From an optimization exercise on the open Yosys and OpenROAD flow, aimed at small area and a short achievable clock period; shortcuts taken in it are not production practice.
At most, simulation tests tie the RTL to the original design; equivalence was not proved.

==> run a <==
## ex_top
module ex_top (
    input  logic               clk,
    input  logic               reset,
    input  logic               in_valid,
    input  logic [4:0]         operator,
    input  logic [31:0]        operand1,
    input  logic [31:0]        operand2,
    input  logic [4:0]         dest_addr,
    input  logic               dest_write,
    output logic               out_valid,
    output logic [4:0]         write_addr,
    output logic               write_enable,
    output logic [31:0]        write_data
);
export LEC_CHECK = 0
export ABC_AREA = 1
export CAP_MARGIN = 20
export CORE_MARGIN = 2
export CORE_UTILIZATION = 60
export SETUP_SLACK_MARGIN = 4.5
export SLEW_MARGIN = 20
export SYNTH_HIERARCHICAL = 1
create_clock -name core_clock -period 14.0 [get_ports {clk}]
standard.sh (not shown) runs the stock make flow with config.mk's settings and CLKGATE_MAP_FILE= SYNTH_SCRIPT=/design/flow/synth_recipe.tcl, a recipe that flattens the netlist after the stock synthesis.
==> flow/flow/run.sh <==
#!/bin/bash
# Layout flow: the standard flow (standard.sh), with the port buffers
# inserted as sky130_fd_sc_hd__buf_2 cells instead of the default delay-buffer
# cells. Every tool's output goes to flow_run.log; ORFS keeps its per-step logs
# under orfs/logs.
set -euo pipefail
export BUFFER_PORTS_ARGS="-buffer_cell sky130_fd_sc_hd__buf_2"
bash standard.sh finish > flow_run.log 2>&1
==> run b: changes against run a <==
Settings changed: CAP_MARGIN 20 to 5, CORE_UTILIZATION 60 to 40, SLEW_MARGIN 20 to 5.
==> run notes <==
| item | run a | run b |
|---|---|---|
| Crit. Startpoint | operand1[4] | operand1[21] |
| Number of buffer and inverter instances along the worst setup path | 6 | 9 |
| Clock network contribution to total cell area | 0.009393 | 0.008737 |
| Met1 demand-to-capacity share in global routing | 0.6544 | 0.4816 |
| Synthesis-to-finish area growth | 6.221% | 7.919% |
| Worst-case setup margin in the final layout | 4.569 ns | 4.772 ns |
| Routed vias/inst | 7.283 | 6.404 |
| Total routing usage reported by global routing | 0.5243 | 0.3462 |
| Share of cell area taken by flip-flops and latches | 0.06070 | 0.05975 |
| Startpoint of the worst hold path | lo[4] | lo[2] |
| Maximum number of pins on one net before global-route repair | 50 | 73 |
| Cts repair resizes | 34 | 23 |
| Non-clk bufs | 241 | 255 |
| Fin nets | 4629 | 4643 |
| Placed inst area | 32940 sq um | 33430 sq um |
| Total wire length after detailed routing | 148400 microns | 144500 microns |
| Clock slew seen by the registers of the worst setup and hold paths | 0.10 ns | 0.09 ns |
| Result of the run | finished clean | finished clean |
| Buffer count from post-CTS setup fixing | 4 | 10 |
| First-pass GRT wire length | 216200 microns | 210900 microns |
| Core region area | 52660 sq um | 79130 sq um |

* * *

==> lagoon: inputs <==
Another version of the RTL of ex_top (not shown whole).
clock: 14.0 ns
lec_check: 0
cap_margin: 20
core_margin: 2
core_utilization: 40
slew_margin: 20
run.sh (not shown) runs the stock make flow with config.mk's settings and CLKGATE_MAP_FILE= SYNTH_SCRIPT=/design/flow/synth_recipe.tcl, a recipe that flattens the netlist after the stock synthesis.
Stock flow here: none of the scripts above is used.
==> amber (differences from lagoon) <==
ABC_AREA = 1   (was unset)
CORE_UTILIZATION = 60   (was 40)
==> run notes <==
amber ran to the end with no violations. lagoon passed the timing, DRC and antenna checks. Register-to-register slack: lagoon is lower than amber (20 ps). Between lagoon and amber, the lower critical path depth is in lagoon (gap 10). In amber the clock skew is lower than in lagoon, by 0.58 ps. Global-route usage: amber is higher than lagoon (7.9 points).
Function was not checked in any run of this note: the RTL went through the layout flow alone.

* * *

==> job 4759 <==
ex_top, a different RTL version from the one above (not shown whole).
==> flow/config.mk <==
export PLATFORM = sky130hd
export DESIGN_NAME = ex_top
export DESIGN_NICKNAME = ex_top
export VERILOG_FILES = /design/flow/design.v
export SDC_FILE = /design/flow/constraint.sdc
export NUM_CORES = 4
export LEC_CHECK = 0
export ABC_AREA = 1
export CAP_MARGIN = 20
export CORE_MARGIN = 2
export CORE_UTILIZATION = 40
export SETUP_SLACK_MARGIN = 4.5
export SLEW_MARGIN = 20
export SYNTH_HIERARCHICAL = 1
==> flow/constraint.sdc <==
create_clock -name core_clock -period 14.0 [get_ports {clk}]
set_input_delay 2.8000 -clock core_clock [delete_from_list [all_inputs] [get_ports {clk}]]
set_output_delay 2.8000 -clock core_clock [all_outputs]
set_load 0.01 [all_outputs]
standard.sh (not shown) runs the stock make flow with config.mk's settings and CLKGATE_MAP_FILE= SYNTH_SCRIPT=/design/flow/synth_recipe.tcl, a recipe that flattens the netlist after the stock synthesis.
==> flow/flow/run.sh <==
#!/bin/bash
# Layout flow: the standard flow (standard.sh), with the port buffers
# inserted as sky130_fd_sc_hd__buf_1 cells instead of the default delay-buffer
# cells. Every tool's output goes to flow_run.log; ORFS keeps its per-step logs
# under orfs/logs.
set -euo pipefail
export BUFFER_PORTS_ARGS="-buffer_cell sky130_fd_sc_hd__buf_1"
bash standard.sh finish > flow_run.log 2>&1
==> inputs of job 4647, as changes to job 4759 <==
==> flow/flow/run.sh (replaced) <==
#!/bin/bash
# Layout flow: the standard flow (standard.sh), with the port buffers
# inserted as sky130_fd_sc_hd__buf_4 cells instead of the default delay-buffer
# cells. Every tool's output goes to flow_run.log; ORFS keeps its per-step logs
# under orfs/logs.
set -euo pipefail
export BUFFER_PORTS_ARGS="-buffer_cell sky130_fd_sc_hd__buf_4"
bash standard.sh finish > flow_run.log 2>&1
==> inputs of job 5915, as changes to job 4759 <==
--- a/flow/design.v
+++ b/flow/design.v
@@ -2665,15 +2665,17 @@
     generate
         if (SHIFT_MULT) begin : g_wd
             logic sel_lo, sel_hi;
             assign sel_lo = sel_mul | op_sll;
             assign sel_hi = op_srl | op_sra;
             assign data_next = data_other | ({32{sel_lo}} & prod[31:0]) | ({32{sel_hi}} & prod[63:32]);
         end else begin : g_wd
-            assign data_next = data_other | ({32{sel_mul}} & prod[31:0]);
+            for (genvar j = 0; j < 32; j++) begin : g_b
+                ex_ao21 u_wd (.a(data_other[j]), .b(sel_mul), .c(prod[j]), .y(data_next[j]));
+            end
         end
     endgenerate
     always_ff @(posedge clk) begin
         if (reset) begin
             out_valid    <= 1'b0;
             write_enable <= 1'b0;
         end else begin
@@ -2682,14 +2684,17 @@
         end
     end
     always_ff @(posedge clk) begin
         write_addr <= dest_addr;
         write_data <= data_next;
     end
 endmodule
+module ex_ao21 (input logic a, input logic b, input logic c, output logic y);
+    assign y = a | (b & c);
+endmodule
 module ex_fa (input logic a, input logic b, input logic c, output logic s, output logic co);
     assign s  = a ^ b ^ c;
     assign co = (a & b) | (a & c) | (b & c);
 endmodule
 module ex_ha (input logic a, input logic b, output logic s, output logic co);
     assign s  = a ^ b;
     assign co = a & b;
==> flow/flow/run.sh (replaced) <==
#!/bin/bash
# Layout flow: the standard flow (standard.sh), with the port buffers
# inserted as sky130_fd_sc_hd__buf_2 cells instead of the default delay-buffer
# cells. Every tool's output goes to flow_run.log; ORFS keeps its per-step logs
# under orfs/logs.
set -euo pipefail
export BUFFER_PORTS_ARGS="-buffer_cell sky130_fd_sc_hd__buf_2"
bash standard.sh finish > flow_run.log 2>&1
==> inputs of job 1121, as changes to job 4759 <==
--- a/flow/design.v
+++ b/flow/design.v
@@ -2665,15 +2665,17 @@
     generate
         if (SHIFT_MULT) begin : g_wd
             logic sel_lo, sel_hi;
             assign sel_lo = sel_mul | op_sll;
             assign sel_hi = op_srl | op_sra;
             assign data_next = data_other | ({32{sel_lo}} & prod[31:0]) | ({32{sel_hi}} & prod[63:32]);
         end else begin : g_wd
-            assign data_next = data_other | ({32{sel_mul}} & prod[31:0]);
+            for (genvar j = 0; j < 32; j++) begin : g_b
+                ex_ao21 u_wd (.a(data_other[j]), .b(sel_mul), .c(prod[j]), .y(data_next[j]));
+            end
         end
     endgenerate
     always_ff @(posedge clk) begin
         if (reset) begin
             out_valid    <= 1'b0;
             write_enable <= 1'b0;
         end else begin
@@ -2682,14 +2684,17 @@
         end
     end
     always_ff @(posedge clk) begin
         write_addr <= dest_addr;
         write_data <= data_next;
     end
 endmodule
+module ex_ao21 (input logic a, input logic b, input logic c, output logic y);
+    assign y = a | (b & c);
+endmodule
 module ex_fa (input logic a, input logic b, input logic c, output logic s, output logic co);
     assign s  = a ^ b ^ c;
     assign co = (a & b) | (a & c) | (b & c);
 endmodule
 module ex_ha (input logic a, input logic b, output logic s, output logic co);
     assign s  = a ^ b;
     assign co = a & b;
==> flow/flow/run.sh (replaced) <==
#!/bin/bash
# Layout flow: the standard flow (standard.sh), with the port buffers
# inserted as sky130_fd_sc_hd__buf_2 cells instead of the default delay-buffer
# cells. Every tool's output goes to flow_run.log; ORFS keeps its per-step logs
# under orfs/logs.
set -euo pipefail
export BUFFER_PORTS_ARGS="-buffer_cell sky130_fd_sc_hd__buf_2"
bash standard.sh finish > flow_run.log 2>&1
--- a/flow/config.mk
+++ b/flow/config.mk
@@ -5,10 +5,11 @@
 export SDC_FILE = /design/flow/constraint.sdc
 export NUM_CORES = 4
 export LEC_CHECK = 0
 export ABC_AREA = 1
 export CAP_MARGIN = 20
 export CORE_MARGIN = 2
 export CORE_UTILIZATION = 40
+export GPL_ROUTABILITY_DRIVEN = 0
 export SETUP_SLACK_MARGIN = 4.5
 export SLEW_MARGIN = 20
 export SYNTH_HIERARCHICAL = 1
==> out/results.tsv <==
metric	value	unit
Placed Cells	4698	
postcts setup bufs	7	
Tcrit/Tclk final	0.673	
CP Max Fanout	32	
count of non-CTS buffers in the layout	239	
ANT cells	3	
Setup crit start	operand1[11]	
status	no timing/DRC/antenna violations	
mux share of post-synthesis cell area	0.00127	
Final #Nets	4380	
routing usage on met3	0.0986	
(the above is from job 4759)
==> out/results.tsv <==
metric	value	unit
postcts setup bufs	6	
count of non-CTS buffers in the layout	240	
ANT cells	2	
Final #Nets	4438	
Tcrit/Tclk final	0.664	
Setup crit start	operand1[9]	
wire length per cell	29.5	um
status	no timing/DRC/antenna violations	
mux share of post-synthesis cell area	0.000949	
CP Data Arrival Time	9580	ps
CP Max Fanout	23	
(the above is from job 1121)
==> out/results.tsv <==
metric	value	unit
ANT cells	2	
status	no timing/DRC/antenna violations	
routing usage on met3	0.0872	
count of non-CTS buffers in the layout	224	
Placed Cells	4686	
CP Max Fanout	43	
Setup crit start	operand1[1]	
(the above is from job 4647)
==> out/results.tsv <==
metric	value	unit
worst flop-to-flop path endpoint	write_data[10]	
ANT cells	4	
Placed Cells	4757	
count of non-CTS buffers in the layout	224	
FILL cells	7976	
routing usage on met3	0.0818	
chip height	285	um
postcts setup bufs	8	
status	no timing/DRC/antenna violations	
mux share of post-synthesis cell area	0.000949	
CP Max Fanout	23	
Well Taps	1050	
seq_cells	103	
(the above is from job 5915)
The RTL of job 5915 and job 1121 was laid out without a check of its function.

* * *

==> v3: inputs <==
Another version of the RTL of ex_top (not shown whole).
==> flow/config.mk <==
export PLATFORM = sky130hd
export DESIGN_NAME = ex_top
export DESIGN_NICKNAME = ex_top
export VERILOG_FILES = /design/flow/design.v
export SDC_FILE = /design/flow/constraint.sdc
export NUM_CORES = 4
export LEC_CHECK = 0
export ABC_AREA = 1
export CAP_MARGIN = 20
export CORE_MARGIN = 2
export CORE_UTILIZATION = 40
export SLEW_MARGIN = 20
export SYNTH_HIERARCHICAL = 1
==> flow/constraint.sdc <==
create_clock -name core_clock -period 14.0 [get_ports {clk}]
set_input_delay 2.8000 -clock core_clock [delete_from_list [all_inputs] [get_ports {clk}]]
set_output_delay 2.8000 -clock core_clock [all_outputs]
set_load 0.01 [all_outputs]
run.sh (not shown) runs the stock make flow with config.mk's settings and CLKGATE_MAP_FILE= SYNTH_SCRIPT=/design/flow/synth_recipe.tcl, a recipe that flattens the netlist after the stock synthesis.
Stock flow here: none of the scripts above is used.
==> inputs of v39, as changes to v3 <==
--- a/flow/design.v
+++ b/flow/design.v
@@ -7,17 +7,17 @@
     input  logic [31:0]        operand2,
     input  logic [4:0]         dest_addr,
     input  logic               dest_write,
     output logic               out_valid,
     output logic [4:0]         write_addr,
     output logic               write_enable,
     output logic [31:0]        write_data
 );
-    localparam bit SHIFT_MULT = 1;
+    localparam bit SHIFT_MULT = 0;
     logic [4:0] op;
     assign op = operator;
     logic op_or, op_and, op_nor, op_xor, op_sll, op_srl, op_sra;
     logic op_add, op_addu, op_sub, op_subu, op_slt, op_sltu, op_clz, op_clo;
     logic op_mul, op_mult, op_multu, op_mfhi, op_mflo, op_mthi, op_mtlo;
     assign op_or    = op == 5'd1;
     assign op_and   = op == 5'd2;
     assign op_nor   = op == 5'd3;
@@ -62,17 +62,17 @@
                 assign pw[j] = (op_sll & eq[j]) | (is_shr & eq[32-j]);
             end
             assign msigned = op_mul | op_mult;
             assign m = {(msigned | op_sra) & operand2[31], operand2};
             assign r = {msigned & operand1[31], (msigned & operand1[31]) | pw[32],
                         (operand1 & {32{~(op_sll | is_shr)}}) | pw[31:0]};
             assign d16 = (r[31] | r[32]) & ~r[33];
         end else begin : g_rsel
-            assign msigned = op_mul | op_mult;
+            assign msigned = ~op[1];
             assign m = {msigned & operand2[31], operand2};
             assign r = {{2{msigned & operand1[31]}}, operand1};
             assign d16 = operand1[31] & ~msigned;
         end
     endgenerate
     wire bo1 = r[0] ^ 1'b0;
     wire bt2 = (r[1] & ~r[0] & ~1'b0) | (~r[1] & r[0] & 1'b0);
     wire pp3 = (bo1 & m[0]) ^ r[1];
==> qor.txt <==
routed via count - 30040
status - no timing/DRC/antenna violations
clk latency of the worst-skew pair - 370 ps
Placed Area - 34410 sq um
Yosys top cell area share - 0.3211
final instance area - 34690 sq um
Iteration-0 DRC Markers - 3716
CLK BUF - 10
Tapcells - 1050
Hold Crit Start - lo[4]
WHS - 500.4 ps
Met1 Wirelength - 53.07 mm
the above is filed under v3

==> qor.txt <==
status - no timing/DRC/antenna violations
Tapcells - 1070
Met1 Wirelength - 59.14 mm
Yosys top cell area share - 0.3109
clk latency of the worst-skew pair - 380 ps
final instance area - 35640 sq um
CLK BUF - 12
Iteration-0 DRC Markers - 4532
WHS - 505.4 ps
Placed Area - 35320 sq um
the above is filed under v39

Function was not checked in any run of this note: the RTL went through the layout flow alone.

separate check: timing with driven ports:
In the flow no input, the clock included, has a driving cell. The finished layouts below were timed again as built, in two steps. Step 1 sets driving cells, clkbuf_16 on the clock port and buf_2 on the other inputs (assumed; they add their load-dependent delay and slew). Step 2 moves the port delays by t, midway between the first and last clock arrival at a register: inputs arrive t later, outputs are due t later. That takes back most of the time a late clock gives input paths. a / b / c = no drivers / after step 1 / after step 2; a / b = the first two.
run | t, ns | setup slack, ns | worst hold slack (ns) | clock arrival spread, ns | worst data-port slew with drivers (ns)
run a | 0.438 | 4.569 / 4.592 / 4.155 | 0.487 / 0.487 / 0.487 | 0.021 / 0.021 | 0.06
run b | 0.436 | 4.772 / 4.803 / 4.367 | 0.485 / 0.485 / 0.485 | 0.021 / 0.021 | 0.06
lagoon | 0.421 | 0.360 / 0.362 / -0.059 | 0.507 / 0.507 / 0.507 | 0.024 / 0.024 | 0.07
amber | 0.412 | 0.940 / 0.950 / 0.537 | 0.482 / 0.482 / 0.482 | 0.016 / 0.017 | 0.07
job 4759 | 0.407 | 4.577 / 4.574 / 4.167 | 0.502 / 0.502 / 0.502 | 0.014 / 0.014 | 0.04
job 4647 | 0.395 | 4.579 / 4.568 / 4.173 | 0.511 / 0.511 / 0.511 | 0.009 / 0.009 | 0.05
job 5915 | 0.399 | 4.571 / 4.580 / 4.181 | 0.509 / 0.509 / 0.509 | 0.013 / 0.013 | 0.05
job 1121 | 0.394 | 4.703 / 4.705 / 4.311 | 0.506 / 0.506 / 0.506 | 0.015 / 0.016 | 0.05
v3 | 0.409 | 1.379 / 1.393 / 0.984 | 0.500 / 0.500 / 0.500 | 0.012 / 0.012 | 0.06
v39 | 0.415 | 3.117 / 3.136 / 2.721 | 0.505 / 0.505 / 0.505 | 0.011 / 0.011 | 0.13
With both steps, setup timing fails in lagoon, where it was met with ideal ports. For lagoon, which loses most, drivers alone change the setup slack by +0.002 ns; drivers and shift together by -0.419 ns.
